This design comes from an exercise in tuning for small area on the open sky130 flow, not from production work.
Where RTL was checked, it was by simulation tests only, not by an equivalence proof against the original.
Power and IR drop assume default switching activity. The clock port is modelled as an ideal driver; clocking choices that lean on that would not hold on a real chip.

Setup of the previous run:
==> flow/design.v <==
module payload_capture #(
  parameter int DATA_W     = 16,
  parameter int FIFO_DEPTH = 64,
  parameter int ADDR_W     = 6,
  parameter int MAX_LEN    = 1024
) (
  input  logic              Clk,
  input  logic              rst,
  input  logic              valid_i,
  input  logic [DATA_W-1:0] r_i,
  input  logic [DATA_W-1:0] i_i,
  input  logic              detect_i,
  input  logic [15:0]       payload_length_i,
  output logic              out_valid_o,
  input  logic              out_ready_i,
  output logic [DATA_W-1:0] out_r_o,
  output logic [DATA_W-1:0] out_i_o,
  output logic              out_last_o,
  output logic              busy_o,
  output logic              done_o,
  output logic              len_err_o,
  output logic              overflow_o
);
  localparam int ENTRY_W = 2 * DATA_W + 1;
  localparam int CNT_W   = $clog2(MAX_LEN + 1);
  logic             busy;
  logic             done;
  logic [CNT_W-1:0] remaining;
  logic             len_err;
  logic             overflow;
  logic [ADDR_W:0]  wr_ptr;
  logic             rd_wrap;
  logic             ptr_eq;
  logic             fifo_empty;
  logic             fifo_full;
  logic             push_req;
  logic             push;
  logic             pop;
  logic             len_ok;
  logic             entry_last;
  logic [ENTRY_W-1:0] mem [FIFO_DEPTH];
  logic [ENTRY_W-1:0] head;
  assign len_ok = !payload_length_i[15] && (payload_length_i != 16'd0) &&
                  (payload_length_i[14:10] == 5'd0 || payload_length_i[14:0] == 15'd1024);
  assign ptr_eq     = !rd_lo_n[wr_ptr[2:0]] && !rd_hi_n[wr_ptr[5:3]];
  assign fifo_empty = ptr_eq && (wr_ptr[ADDR_W] == rd_wrap);
  assign fifo_full  = ptr_eq && (wr_ptr[ADDR_W] != rd_wrap);
  assign push_req   = busy && valid_i;
  assign pop        = !fifo_empty && out_ready_i;
  assign push       = push_req && (!fifo_full || pop);
  assign entry_last = (remaining == CNT_W'(1));
  always_ff @(posedge Clk or negedge rst) begin
    if (!rst) begin
      busy      <= 1'b0;
      done      <= 1'b0;
      remaining <= '0;
      len_err   <= 1'b0;
      overflow  <= 1'b0;
    end else begin
      done <= busy && valid_i && entry_last;
      if (!busy && !done && detect_i) begin
        len_err  <= !len_ok;
        overflow <= 1'b0;
        if (len_ok) begin
          busy      <= 1'b1;
          remaining <= payload_length_i[CNT_W-1:0];
        end
      end else if (busy && valid_i) begin
        remaining <= remaining - CNT_W'(1);
        if (entry_last) busy <= 1'b0;
        if (fifo_full && !pop) overflow <= 1'b1;
      end
    end
  end
  always_ff @(posedge Clk or negedge rst) begin
    if (!rst) begin
      wr_ptr <= '0;
    end else if (push) begin
      wr_ptr <= wr_ptr + 1'b1;
    end
  end
  always_ff @(posedge Clk) begin
    if (push) mem[wr_ptr[ADDR_W-1:0]] <= {entry_last, r_i, i_i};
  end
  logic [7:0] rd_lo_n;
  logic [7:0] rd_hi_n;
  always_ff @(posedge Clk or negedge rst) begin
    if (!rst) begin
      rd_lo_n <= 8'hFE;
      rd_hi_n <= 8'hFE;
      rd_wrap <= 1'b0;
    end else if (pop) begin
      rd_lo_n <= {rd_lo_n[6:0], rd_lo_n[7]};
      if (!rd_lo_n[7]) begin
        rd_hi_n <= {rd_hi_n[6:0], rd_hi_n[7]};
        if (!rd_hi_n[7]) rd_wrap <= !rd_wrap;
      end
    end
  end
  logic [ENTRY_W-1:0] grp [8];
  always_comb begin
    for (int j = 0; j < 8; j++) begin
      grp[j] = '1;
      for (int i = 0; i < 8; i++) begin
        grp[j] = grp[j] & (mem[8*j+i] | {ENTRY_W{rd_lo_n[i]}});
      end
    end
    head = '1;
    for (int j = 0; j < 8; j++) begin
      head = head & (grp[j] | {ENTRY_W{rd_hi_n[j]}});
    end
  end
  assign out_valid_o = !fifo_empty;
  assign out_last_o  = head[ENTRY_W-1];
  assign out_r_o     = head[2*DATA_W-1:DATA_W];
  assign out_i_o     = head[DATA_W-1:0];
  assign busy_o     = busy;
  assign done_o     = done;
  assign len_err_o  = len_err;
  assign overflow_o = overflow;
endmodule
clock: 8.0 ns
lec_check: 0
cap_margin: 20
core_margin: 2
core_utilization: 40
cts_buf_list: sky130_fd_sc_hd__clkbuf_16
cts_cluster_diameter: 80
cts_cluster_size: 24
slew_margin: 20
standard.sh (not shown) runs the stock make flow with config.mk's settings and CLKGATE_MAP_FILE= SYNTH_SCRIPT=/design/flow/synth_recipe.tcl, a recipe that flattens the netlist after the stock synthesis.
==> flow/flow/run.sh <==
#!/bin/bash
# Standard ORFS layout with a leaner clock tree (no dummy loads), smaller
# port buffers, a denser floorplan.
# Every tool's output goes to a log here.
set -uo pipefail
export CTS_ARGS="-sink_clustering_enable -repair_clock_nets -dont_use_dummy_load -sink_clustering_size 28 -sink_clustering_max_diameter 100 -buf_list sky130_fd_sc_hd__clkbuf_16"
export BUFFER_PORTS_ARGS="-buffer_cell sky130_fd_sc_hd__buf_2"
bash standard.sh CORE_UTILIZATION=70 SLEW_MARGIN=10 CAP_MARGIN=10 finish > standard.log 2>&1
Modified inputs, the current run compared to the previous run
--- a/flow/design.v
+++ b/flow/design.v
@@ -79,9 +79,9 @@
       wr_ptr <= wr_ptr + 1'b1;
     end
   end
   always_ff @(posedge Clk) begin
-    if (push) mem[wr_ptr[ADDR_W-1:0]] <= {entry_last, r_i, i_i};
+    if (push) mem[wr_ptr[ADDR_W-1:0]] <= ~{entry_last, r_i, i_i};
   end
   logic [7:0] rd_lo_n;
   logic [7:0] rd_hi_n;
   always_ff @(posedge Clk or negedge rst) begin
@@ -96,20 +96,22 @@
         if (!rd_hi_n[7]) rd_wrap <= !rd_wrap;
       end
     end
   end
-  logic [ENTRY_W-1:0] grp [8];
+  logic [ENTRY_W-1:0] grp_n [8];
+  logic [ENTRY_W-1:0] head_n;
   always_comb begin
     for (int j = 0; j < 8; j++) begin
-      grp[j] = '1;
+      grp_n[j] = '1;
       for (int i = 0; i < 8; i++) begin
-        grp[j] = grp[j] & (mem[8*j+i] | {ENTRY_W{rd_lo_n[i]}});
+        grp_n[j] = grp_n[j] & (mem[8*j+i] | {ENTRY_W{rd_lo_n[i]}});
       end
     end
-    head = '1;
+    head_n = '1;
     for (int j = 0; j < 8; j++) begin
-      head = head & (grp[j] | {ENTRY_W{rd_hi_n[j]}});
+      head_n = head_n & (grp_n[j] | {ENTRY_W{rd_hi_n[j]}});
     end
+    head = ~head_n;
   end
   assign out_valid_o = !fifo_empty;
   assign out_last_o  = head[ENTRY_W-1];
   assign out_r_o     = head[2*DATA_W-1:DATA_W];
==> comparison <==
Any difference in clock group total power between the previous run and the current run is small enough to ignore.
On number of optimization iterations in the first detailed-route pass: between the previous run and the current run, it ends up lower for the previous run.
In the current run the post-route minimum period turned out 0.32 ns lower than in the previous run.
In terms of initial core utilization, the previous run and the current run differ only marginally.
The core of the current run is more densely filled than that of the previous run.
The previous run -> the current run: area of the core flat
Compared the current run against the previous run; die height within noise.
Est. power | the current run vs the previous run | the current run lower
Summary: with the previous run as the reference, non-clock buffer count in the current run moved up by a little under 10%.
Against the previous run as the reference, the current run delivers a lower hold slack.
On fraction of area in clock buffers and inverters, the previous run and the current run are basically level.
The current run vs the previous run on total met2 wirelength after detailed routing: the current run is the lower one.
Only the layout flow was run in the current run; the RTL was not checked for function there.

[re-timing with driven ports]
Ports are ideal in the flow. The routed layouts listed here were re-timed in OpenROAD.
Step 1: set_driving_cell puts a clkbuf_16 on Clk and a buf_2 on each other input, an assumption about the parent block.
Step 2, shift: input delay + t, output delay - t, t = (earliest + latest rising clock arrival at the registers) / 2. This alone moves slack from input paths to output paths.
Three values: ideal, step 1, step 2; two values: the first two.
| run | shift t [ns] | slack for setup (ns) | clock arrival spread, ns |
|---|---|---|---|
| the previous run | 0.773 | 1.511 / 1.433 / 2.206 | 0.048 / 0.048 |
| the current run | 0.794 | 1.835 / 1.749 / 2.472 | 0.057 / 0.058 |
After both steps setup and hold are still met in every run listed.
